Source: an optimization exercise on an open RTL-to-GDS flow (aim: small area and few clock cycles per item). Production flows keep margins and buffers that such runs may drop. Only simulation tests tie the RTL to the original design; equivalence was not proved. Power is estimated from default activity; no workload was simulated.

## alpha
==> flow/design.v <==
`timescale 1ns/1ps
module layer_loader_top (
	input  logic        aclk,
	input  logic        aresetn,
	input  logic        desc_we_i,
	input  logic [31:0] desc_wei_addr_i,
	input  logic [24:0] desc_wei_nburst_i,
	input  logic [7:0]  desc_wei_last_bytes_i,
	input  logic [31:0] desc_ftm_addr_i,
	input  logic [24:0] desc_ftm_nburst_i,
	input  logic [7:0]  desc_ftm_last_bytes_i,
	output logic        desc_ready_o,
	input  logic        wb_full_i,
	input  logic        fb_full_i,
	input  logic        wb_sufficient_i,
	output logic        rd_start_o,
	output logic [31:0] rd_addr_o,
	output logic [24:0] rd_nburst_o,
	input  logic        rd_beat_i,
	input  logic [63:0] rd_data_i,
	output logic [7:0]  wb_we_o,
	output logic [7:0]  fb_we_o,
	output logic [63:0] buf_data_o,
	output logic        layer_done_o
);
	logic        active;    
	logic        open;      
	logic        sel;       
	logic        w_done;    
	logic        f_done;    
	logic [31:0] w_addr, f_addr;
	logic [24:0] w_rem, f_rem;
	logic [3:0]  w_lbi, f_lbi;
	logic [5:0]  k;         
	logic [24:0] c_rem;
	logic        c_final;
	logic        c_full;
	assign c_rem   = sel ? f_rem : w_rem;
	assign c_final = (c_rem[24:3] == '0) && !(c_rem[2] && (c_rem[1:0] != 2'b00));
	assign c_full  = sel ? fb_full_i : wb_full_i;
	assign desc_ready_o = !active;
	assign rd_start_o   = active && !open && !c_full;
	assign rd_addr_o    = sel ? f_addr : w_addr;
	assign rd_nburst_o  = {22'd0, !c_final || c_rem[2], c_final ? c_rem[1:0] : 2'b00};
	logic       beat;
	logic       s_done;
	logic [1:0] hi_t;
	logic [3:0] lo_t;
	logic       last_beat;
	assign beat      = rd_beat_i && open;
	assign s_done    = sel ? f_done : w_done;
	assign hi_t      = s_done ? ((sel ? f_rem[1:0] : w_rem[1:0]) - 2'd1) : 2'b11;
	assign lo_t      = s_done ? (sel ? f_lbi : w_lbi) : 4'hf;
	assign last_beat = beat && (k == {hi_t, lo_t});
	assign layer_done_o = last_beat && w_done && f_done;
	assign wb_we_o      = (beat && !sel) ? (8'd1 << k[2:0]) : 8'd0;
	assign fb_we_o      = (beat &&  sel) ? (8'd1 << k[2:0]) : 8'd0;
	assign buf_data_o   = rd_data_i;
	logic sel_nxt;
	assign sel_nxt = !f_done && (sel || w_done || wb_sufficient_i);
	always_ff @(posedge aclk) begin
		if (!aresetn) begin
			active <= 1'b0;
			open   <= 1'b0;
		end else begin
			if (!active) active <= desc_we_i;
			else if (layer_done_o) active <= 1'b0;
			if (rd_start_o) open <= 1'b1;
			else if (last_beat) open <= 1'b0;
		end
	end
	always_ff @(posedge aclk) begin
		k <= open ? (k + {5'd0, beat}) : 6'd0;
	end
	always_ff @(posedge aclk) begin
		if (!active) begin
			sel    <= 1'b0;
			w_done <= 1'b0;
			f_done <= 1'b0;
		end else begin
			if (last_beat) sel <= sel_nxt;
			if (rd_start_o && !sel && c_final) w_done <= 1'b1;
			if (rd_start_o &&  sel && c_final) f_done <= 1'b1;
		end
	end
	logic w_step, f_step;
	assign w_step = rd_start_o && !sel;
	assign f_step = rd_start_o &&  sel;
	logic [22:0] w_addr_t, w_rem_t, f_addr_t, f_rem_t;
	always_comb begin
		w_addr_t[0] = w_step;
		w_rem_t[0]  = w_step;
		f_addr_t[0] = f_step;
		f_rem_t[0]  = f_step;
		for (int i = 1; i < 23; i++) begin
			w_addr_t[i] = w_addr_t[i-1] &  w_addr[8+i];
			w_rem_t[i]  = w_rem_t[i-1]  & !w_rem[1+i];
			f_addr_t[i] = f_addr_t[i-1] &  f_addr[8+i];
			f_rem_t[i]  = f_rem_t[i-1]  & !f_rem[1+i];
		end
	end
	always_ff @(posedge aclk) begin
		if (!active) begin
			w_addr <= desc_wei_addr_i;
			w_rem  <= desc_wei_nburst_i;
			f_addr <= desc_ftm_addr_i;
			f_rem  <= desc_ftm_nburst_i;
		end else begin
			w_addr[31:9] <= w_addr[31:9] ^ w_addr_t;
			w_rem[24:2]  <= w_rem[24:2]  ^ w_rem_t;
			f_addr[31:9] <= f_addr[31:9] ^ f_addr_t;
			f_rem[24:2]  <= f_rem[24:2]  ^ f_rem_t;
		end
	end
	always_ff @(posedge aclk) begin
		if (!active) begin
			w_lbi <= desc_wei_last_bytes_i[6:3] - 4'd1;
			f_lbi <= desc_ftm_last_bytes_i[6:3] - 4'd1;
		end
	end
endmodule
clock: 8.0 ns
lec_check: 0
cap_margin: 20
core_margin: 2
core_utilization: 65
slew_margin: 20
standard.sh (not shown) runs the stock make flow with config.mk's settings and CLKGATE_MAP_FILE= SYNTH_SCRIPT=/design/flow/synth_recipe.tcl, a recipe that flattens the netlist after the stock synthesis.
==> flow/flow/run.sh <==
#!/bin/bash
# Standard synthesis, then its combinational logic re-mapped by ABC for area (registers kept
# as they are); then the standard layout, with the ports buffered by the smallest buffer and a
# clock tree of clkbuf_8 without dummy loads. Each tool's output goes to a log here.
set -euo pipefail
W=$(pwd)
export BUFFER_PORTS_ARGS="-buffer_cell sky130_fd_sc_hd__buf_1"
export CTS_ARGS="-sink_clustering_enable -repair_clock_nets -dont_use_dummy_load -buf_list {sky130_fd_sc_hd__clkbuf_8}"
bash standard.sh synth > standard_synth.log 2>&1
R=$W/orfs/results/${FLOW_PLATFORM:-sky130hd}/layer_loader_top/base
LIB=$FLOW_HOME/platforms/sky130hd/lib/sky130_fd_sc_hd__tt_025C_1v80.lib
cp $R/1_2_yosys.v $W/standard_1_2_yosys.v
sed -e "s#LIBFILE#$LIB#g" -e "s#INFILE#$W/standard_1_2_yosys.v#" -e "s#OUTFILE#$W/remapped.v#" \
    -e "s#SCRIPTFILE#$W/flow/abc_area.script#" -e "s#TOPNAME#${FLOW_TOP:-layer_loader_top}#" \
    $W/flow/remap.ys > $W/remap_run.ys
yosys -s $W/remap_run.ys > remap.log 2>&1
cp $W/remapped.v $R/1_2_yosys.v
rm -f $R/1_synth.odb $R/1_synth.sdc
bash standard.sh finish > standard.log 2>&1
Other scripts of this flow, unchanged in this note and not shown: flow/flow/abc_area.script, flow/flow/remap.ys
Testbench counts of alpha, summed over its fixed seeds: cycles 86,800, beats 73,010.
The inputs of beta differ from those of alpha as listed below.
diff --git a/flow/design.v b/flow/design.v
--- a/flow/design.v
+++ b/flow/design.v
@@ -82,35 +82,34 @@
 			if (rd_start_o && !sel && c_final) w_done <= 1'b1;
 			if (rd_start_o &&  sel && c_final) f_done <= 1'b1;
 		end
 	end
-	logic w_step, f_step;
-	assign w_step = rd_start_o && !sel;
-	assign f_step = rd_start_o &&  sel;
-	logic [22:0] w_addr_t, w_rem_t, f_addr_t, f_rem_t;
-	always_comb begin
-		w_addr_t[0] = w_step;
-		w_rem_t[0]  = w_step;
-		f_addr_t[0] = f_step;
-		f_rem_t[0]  = f_step;
-		for (int i = 1; i < 23; i++) begin
-			w_addr_t[i] = w_addr_t[i-1] &  w_addr[8+i];
-			w_rem_t[i]  = w_rem_t[i-1]  & !w_rem[1+i];
-			f_addr_t[i] = f_addr_t[i-1] &  f_addr[8+i];
-			f_rem_t[i]  = f_rem_t[i-1]  & !f_rem[1+i];
+	logic       rot;
+	logic       c_inc, c_dec;      
+	logic       a_lsb, r_lsb;
+	assign rot   = beat && !s_done && (k < 6'd23);
+	assign a_lsb = sel ? f_addr[9] : w_addr[9];
+	assign r_lsb = sel ? f_rem[2]  : w_rem[2];
+	always_ff @(posedge aclk) begin
+		if (rd_start_o) begin
+			c_inc <= 1'b1;
+			c_dec <= 1'b1;
+		end else if (rot) begin
+			c_inc <= c_inc &&  a_lsb;
+			c_dec <= c_dec && !r_lsb;
 		end
 	end
 	always_ff @(posedge aclk) begin
 		if (!active) begin
 			w_addr <= desc_wei_addr_i;
 			w_rem  <= desc_wei_nburst_i;
 			f_addr <= desc_ftm_addr_i;
 			f_rem  <= desc_ftm_nburst_i;
-		end else begin
-			w_addr[31:9] <= w_addr[31:9] ^ w_addr_t;
-			w_rem[24:2]  <= w_rem[24:2]  ^ w_rem_t;
-			f_addr[31:9] <= f_addr[31:9] ^ f_addr_t;
-			f_rem[24:2]  <= f_rem[24:2]  ^ f_rem_t;
+		end else if (rot) begin
+			w_addr[31:9] <= {w_addr[9] ^ (c_inc && !sel), w_addr[31:10]};
+			w_rem[24:2]  <= {w_rem[2]  ^ (c_dec && !sel), w_rem[24:3]};
+			f_addr[31:9] <= {f_addr[9] ^ (c_inc &&  sel), f_addr[31:10]};
+			f_rem[24:2]  <= {f_rem[2]  ^ (c_dec &&  sel), f_rem[24:3]};
 		end
 	end
 	always_ff @(posedge aclk) begin
 		if (!active) begin
Notes after the runs:
Max number of global-route vias before repair across beta and alpha: alpha. Delta (beta minus alpha): routing usage on met1 went up by 8.1 points, worst path setup slack after routing went up by 1.00 ns. In the metrics for beta and alpha, the one carrying the lower area enclosed by the die boundary is beta. Compared with alpha, beta instantiates a smaller number of standard cells. Min total number of sequential cells across beta and alpha: alpha. alpha → beta: largest stage delay on the critical path higher, non-clock buffer count lower, relative area change from synthesis to final layout roughly the same, post-synthesis cell count lower, count of nets after finishing lower. In beta, the number of sinks driven by the clock tree came out 2 above the value in alpha. Of the two values seen for top routing layer in use, met4 was produced by alpha and met5 by beta. Relative to alpha, the clock network power of beta is higher by about 1%. Utilization: beta lower than alpha.
Testbench counts of beta, summed over its fixed seeds: cycles 86,800, beats 73,010.

========
RTL: the design.v shown in full above, as it stands there.
export LEC_CHECK = 0
export CAP_MARGIN = 20
export CORE_MARGIN = 2
export CORE_UTILIZATION = 65
export SLEW_MARGIN = 20
create_clock -name core_clock -period 8.0 [get_ports {aclk}]
==> flow/flow/run.sh <==
#!/bin/bash
# Standard layout, with the ports buffered by the smallest buffer and a clock tree of small
# clock buffers without dummy loads.
set -euo pipefail
export BUFFER_PORTS_ARGS="-buffer_cell sky130_fd_sc_hd__buf_1"
export CTS_ARGS="-sink_clustering_enable -repair_clock_nets -dont_use_dummy_load -buf_list {sky130_fd_sc_hd__clkbuf_8}"
bash standard.sh finish > standard.log 2>&1
Testbench counts at the start, summed over its fixed seeds: cycles 86,800, beats 73,010.
Rerun with:
--- a/flow/design.v
+++ b/flow/design.v
@@ -83,36 +83,23 @@
 			if (rd_start_o &&  sel && c_final) f_done <= 1'b1;
 		end
 	end
 	logic w_step, f_step;
 	assign w_step = rd_start_o && !sel;
 	assign f_step = rd_start_o &&  sel;
-	logic [22:0] w_addr_t, w_rem_t, f_addr_t, f_rem_t;
-	always_comb begin
-		w_addr_t[0] = w_step;
-		w_rem_t[0]  = w_step;
-		f_addr_t[0] = f_step;
-		f_rem_t[0]  = f_step;
-		for (int i = 1; i < 23; i++) begin
-			w_addr_t[i] = w_addr_t[i-1] &  w_addr[8+i];
-			w_rem_t[i]  = w_rem_t[i-1]  & !w_rem[1+i];
-			f_addr_t[i] = f_addr_t[i-1] &  f_addr[8+i];
-			f_rem_t[i]  = f_rem_t[i-1]  & !f_rem[1+i];
-		end
-	end
 	always_ff @(posedge aclk) begin
 		if (!active) begin
 			w_addr <= desc_wei_addr_i;
 			w_rem  <= desc_wei_nburst_i;
 			f_addr <= desc_ftm_addr_i;
 			f_rem  <= desc_ftm_nburst_i;
 		end else begin
-			w_addr[31:9] <= w_addr[31:9] ^ w_addr_t;
-			w_rem[24:2]  <= w_rem[24:2]  ^ w_rem_t;
-			f_addr[31:9] <= f_addr[31:9] ^ f_addr_t;
-			f_rem[24:2]  <= f_rem[24:2]  ^ f_rem_t;
+			w_addr[31:9] <= w_addr[31:9] + {22'd0, w_step};
+			w_rem[24:2]  <= w_rem[24:2]  - {22'd0, w_step};
+			f_addr[31:9] <= f_addr[31:9] + {22'd0, f_step};
+			f_rem[24:2]  <= f_rem[24:2]  - {22'd0, f_step};
 		end
 	end
 	always_ff @(posedge aclk) begin
 		if (!active) begin
 			w_lbi <= desc_wei_last_bytes_i[6:3] - 4'd1;
 			f_lbi <= desc_ftm_last_bytes_i[6:3] - 4'd1;
Total power climbs by 3.5%.
Global-route usage goes up by 4.3 points.
Clock power is higher by about 2%.
Non-clock buffer count falls by 2.
Hold slack got worse by 0.067 ns.
Combinational power grows by about 4%.
Testbench counts after the change, summed over its fixed seeds: cycles 86,800, beats 73,010.

[separate check: timing with driven ports]
How much do the figures lean on ideal ports? The routed layouts below were timed once more, with nothing changed but the port constraints. Step 1: set_driving_cell puts a clkbuf_16 on aclk and a buf_2 on each other input, an assumption about the parent block. Step 2 also shifts input and output timing later by t, the mid clock arrival at the registers, as if the neighbouring blocks saw the same clock. Three values: ideal ports, drivers, drivers and shift; two values: the first two.
run	shift t [ns]	setup WS [ns]	latest minus earliest clock arrival (ns)	pins driven straight from the clock port
alpha	0.463	1.508 / 1.501 / 1.038	0.027 / 0.026	1
beta	0.459	2.510 / 2.474 / 2.933	0.028 / 0.028	1
the first run of note 2	0.472	1.727 / 1.741 / 1.270	0.015 / 0.015	1
the second run of note 2	0.482	2.834 / 2.798 / 3.280	0.018 / 0.018	1
After both steps setup and hold are still met in every run listed. The setup slack of alpha, which loses most, moves by -0.007 ns with the drivers and by -0.470 ns with both steps.
